From an optimization exercise on the open Yosys and OpenROAD flow, aimed at small area, a short achievable clock period and few clock cycles per item; shortcuts taken in it are not production practice. In this exercise RTL edits were held to simulation tests only and were not proved equivalent to the original. Power figures rest on the tool's default switching activity, not on a simulated workload.

Setup of old:
// byte_coded_alu_cpu_step
module byte_coded_alu_cpu_step (
  input  logic        clk,
  input  logic        rst_n,
  input  logic        in_valid,
  output logic        in_ready,
  input  logic [32:0] in_data,
  output logic        out_valid,
  input  logic        out_ready,
  output logic [44:0] out_data
);
  logic [7:0] d_op, d_a, d_b, d_c;
  logic [2:0] d_cls;
  logic       d_known, d_breg, d_creg, d_badreg, d_cs, d_lzero, d_use2;
  logic [2:0] d_r1, d_r2;
  logic [7:0] d_imm;
  always_comb begin
    d_op  = in_data[31:24];
    d_a   = in_data[23:16];
    d_b   = in_data[15:8];
    d_c   = in_data[7:0];
    d_cls = d_op[3:1];
    d_known = (d_op[7:4] == 4'd0);
    d_cs    = (d_cls == 3'd6) || (d_cls == 3'd7);
    case (d_cls)
      3'd0:       d_breg = !d_op[0];
      3'd6, 3'd7: d_breg = d_op[0];
      default:    d_breg = 1'b1;
    endcase
    d_creg   = d_op[0] && (d_cls != 3'd0) && !d_cs;
    d_badreg = (d_a[7:3] != 5'd0) || (d_breg && (d_b[7:3] != 5'd0)) ||
               (d_creg && (d_c[7:3] != 5'd0));
    d_lzero = (d_cls == 3'd0) && d_op[0];        
    d_use2  = d_cs ? d_op[0] : d_creg;
    d_r1    = d_cs ? d_a[2:0] : d_b[2:0];
    d_r2    = d_cs ? d_b[2:0] : d_c[2:0];
    d_imm   = (d_cls == 3'd0) ? (d_op[0] ? d_b : 8'd0) : (d_cs ? d_b : d_c);
  end
  logic [31:0] rf [8];
  logic [7:0]  vld;
  logic [7:0]  pc_r;
  logic        eq_r, gt_r, halt_r;
  logic        s2_v;
  logic        q_cmd, q_hop;
  logic [1:0]  q_fst;
  logic        q_mul, q_div, q_isdiv, q_cmp, q_sbn, q_len4, q_sub;
  logic [2:0]  q_a;
  logic [7:0]  q_c;
  logic        fwd1, fwd2;
  logic [32:0] M;
  logic [31:0] Q;
  logic        ov_r;
  logic [44:0] od_r;
  logic        sk_v;
  logic [1:0]  sk_st;
  typedef enum logic [2:0] {U_IDLE, U_MUL, U_ALIGN, U_DIV, U_FIX} ustate_t;
  ustate_t     us;
  logic [31:0] P;
  ...
Settings: LEC_CHECK=0, CAP_MARGIN=20, CORE_MARGIN=2, CORE_UTILIZATION=30, PLACE_DENSITY=0.5, SETUP_SLACK_MARGIN=2.5, SLEW_MARGIN=20; clock period 7.0 ns.
run.sh (not shown) runs the stock make flow with config.mk's settings and CLKGATE_MAP_FILE= SYNTH_SCRIPT=/design/flow/synth_recipe.tcl, a recipe that flattens the netlist after the stock synthesis.
Testbench counts of old, summed over its fixed seeds: cycles 51,230, items 24,000.
Changes in new relative to old:
--- a/flow/design.v
+++ b/flow/design.v
@@ -104,18 +104,19 @@
   logic [1:0]  sk_st;
   typedef enum logic [2:0] {U_IDLE, U_MUL, U_ALIGN, U_DIV, U_FIX} ustate_t;
   ustate_t     us;
   logic [31:0] P;
   logic        qm1_unused;
   logic [2:0]  bd0, bd1;       
   logic        m_last;
   logic [4:0]  cnt;
   logic        u_sx, u_sy, u_isdiv;
+  logic        u_y1;           
   logic [5:0]  lz_d_r, lz_v_r;
   function automatic logic [33:0] ks_add(input logic [33:0] a, input logic [33:0] b,
                                          input logic cin);
     logic [33:0] p, g, gp, pp, ng, np;
     p  = a ^ b;
     g  = a & b;
     gp = g;
     gp[0] = g[0] | (p[0] & cin);
     pp = p;
@@ -256,20 +257,20 @@
         c_we = 1'b1;
         c_pc = (q_sbn && alu[31]) ? q_c : pc_next_seq;
       end
     end else if (!sk_v) begin
       c_pc = pc_long;
       case (us)
         U_MUL: if (m_last) begin
           unit_done = 1'b1; c_wv = usum[31:0];
         end
-        U_ALIGN: if (sh_neg) begin
-          unit_done = 1'b1; c_wv = u_isdiv ? 32'd0 : (P ^ {32{u_sx}});
+        U_ALIGN: if (sh_neg || u_y1) begin
+          unit_done = 1'b1; c_wv = (u_isdiv == u_y1) ? (P ^ {32{u_sx}}) : 32'd0;
         end
         U_DIV: if (cnt == 5'd0 && !dneg) begin
           unit_done = 1'b1; c_wv = dval;
         end
         U_FIX: begin
           unit_done = 1'b1; c_wv = usum[31:0];
         end
         default: ;
       endcase
@@ -385,19 +386,19 @@
     end else begin
       case (us)
         U_MUL: if (!m_last) begin
           M   <= {1'b0, M[27:0], 4'd0};
           Q   <= {{4{Q[31]}}, Q[31:4]};
           bd0 <= booth_dec(Q[5:3]);
           bd1 <= booth_dec(Q[7:5]);
           m_last <= uniform29({{4{Q[31]}}, Q[31:7]});
         end
-        U_ALIGN: if (!sh_neg) begin
+        U_ALIGN: if (!sh_neg && !u_y1) begin
           M   <= M << sh;
         end
         U_DIV: if (!(cnt == 5'd0 && !dneg)) begin
           Q   <= q_next;
           M   <= {M[32], M[32:1]};
           if (cnt == 5'd0) M <= {1'b0, dval};
         end
         default: ;
       endcase
@@ -406,25 +407,26 @@
   always_ff @(posedge clk) begin
     if (c_en && !sk_v && ov_r && !out_ready) begin
       P <= c_we ? c_wv : 32'd0;           
     end else if (start_mul) begin
       P <= 32'd0;
     end else if (start_div) begin
       u_sx    <= xo[31];
       u_sy    <= yo[31];
       u_isdiv <= q_isdiv;
+      u_y1    <= (yo == 32'd1);
       P       <= xo ^ {32{xo[31]}};
       lz_d_r  <= clz32(xo ^ {32{xo[31]}});
       lz_v_r  <= clz32(yo ^ {32{yo[31]}});
     end else begin
       case (us)
         U_MUL: if (!m_last) P <= usum[31:0];
-        U_ALIGN: if (!sh_neg) begin
+        U_ALIGN: if (!sh_neg && !u_y1) begin
           if (u_sx) P <= usum[31:0];
           cnt <= sh;
         end
         U_DIV: if (!(cnt == 5'd0 && !dneg)) begin
           P   <= r_next;
           cnt <= cnt - 5'd1;
         end
         default: ;
       endcase
Findings:
new against old: power consumption saw an increase; starting DRC count in detailed routing saw an increase.
Re final count of pins violating max slew: no difference whatsoever between new and old.
Per the comparison of new with old, number of nets with antenna violations after routing flat, number of fill cells in the layout down 135, switching share of power up 0.69 points.
new against old: count of mapped cells out of synthesis saw an increase, number of buffers created by CTS saw an increase.
On count of flip-flops with a built-in enable after synthesis, new tracks old almost exactly.
Higher measured slew at the worst slew-check pin goes to new over old.
Compared with old, new ends up with more cell area.
Wire length, new and old, higher one = new.
Testbench counts of new, summed over its fixed seeds: cycles 47,875, items 24,000.

==> port drivers added, routing unchanged <==
How much do the figures lean on ideal ports? The routed layouts below were timed once more, with nothing changed but the port constraints.
Step 1: set_driving_cell puts a clkbuf_16 on clk and a buf_2 on each other input, an assumption about the parent block.
Step 2 moves the port delays by t, midway between the first and last clock arrival at a register: inputs arrive t later, outputs are due t later. That takes back most of the time a late clock gives input paths.
Three values: ideal ports, drivers, drivers and shift; two values: the first two.
run | t (ns) | slack for setup (ns) | hold WS [ns] | worst setup path at the end | slew at the worst register clock pin (ns)
old | 0.716 | 1.948 / 1.948 / 1.814 | 0.495 / 0.495 / 0.495 | input to register | 0.07 / 0.07
new | 0.727 | 1.920 / 1.920 / 1.920 | 0.490 / 0.490 / 0.490 | register to register | 0.07 / 0.07
After both steps setup and hold are still met in every run listed. The setup slack of old, which loses most, moves by 0.000 ns with the drivers and by -0.134 ns with both steps.
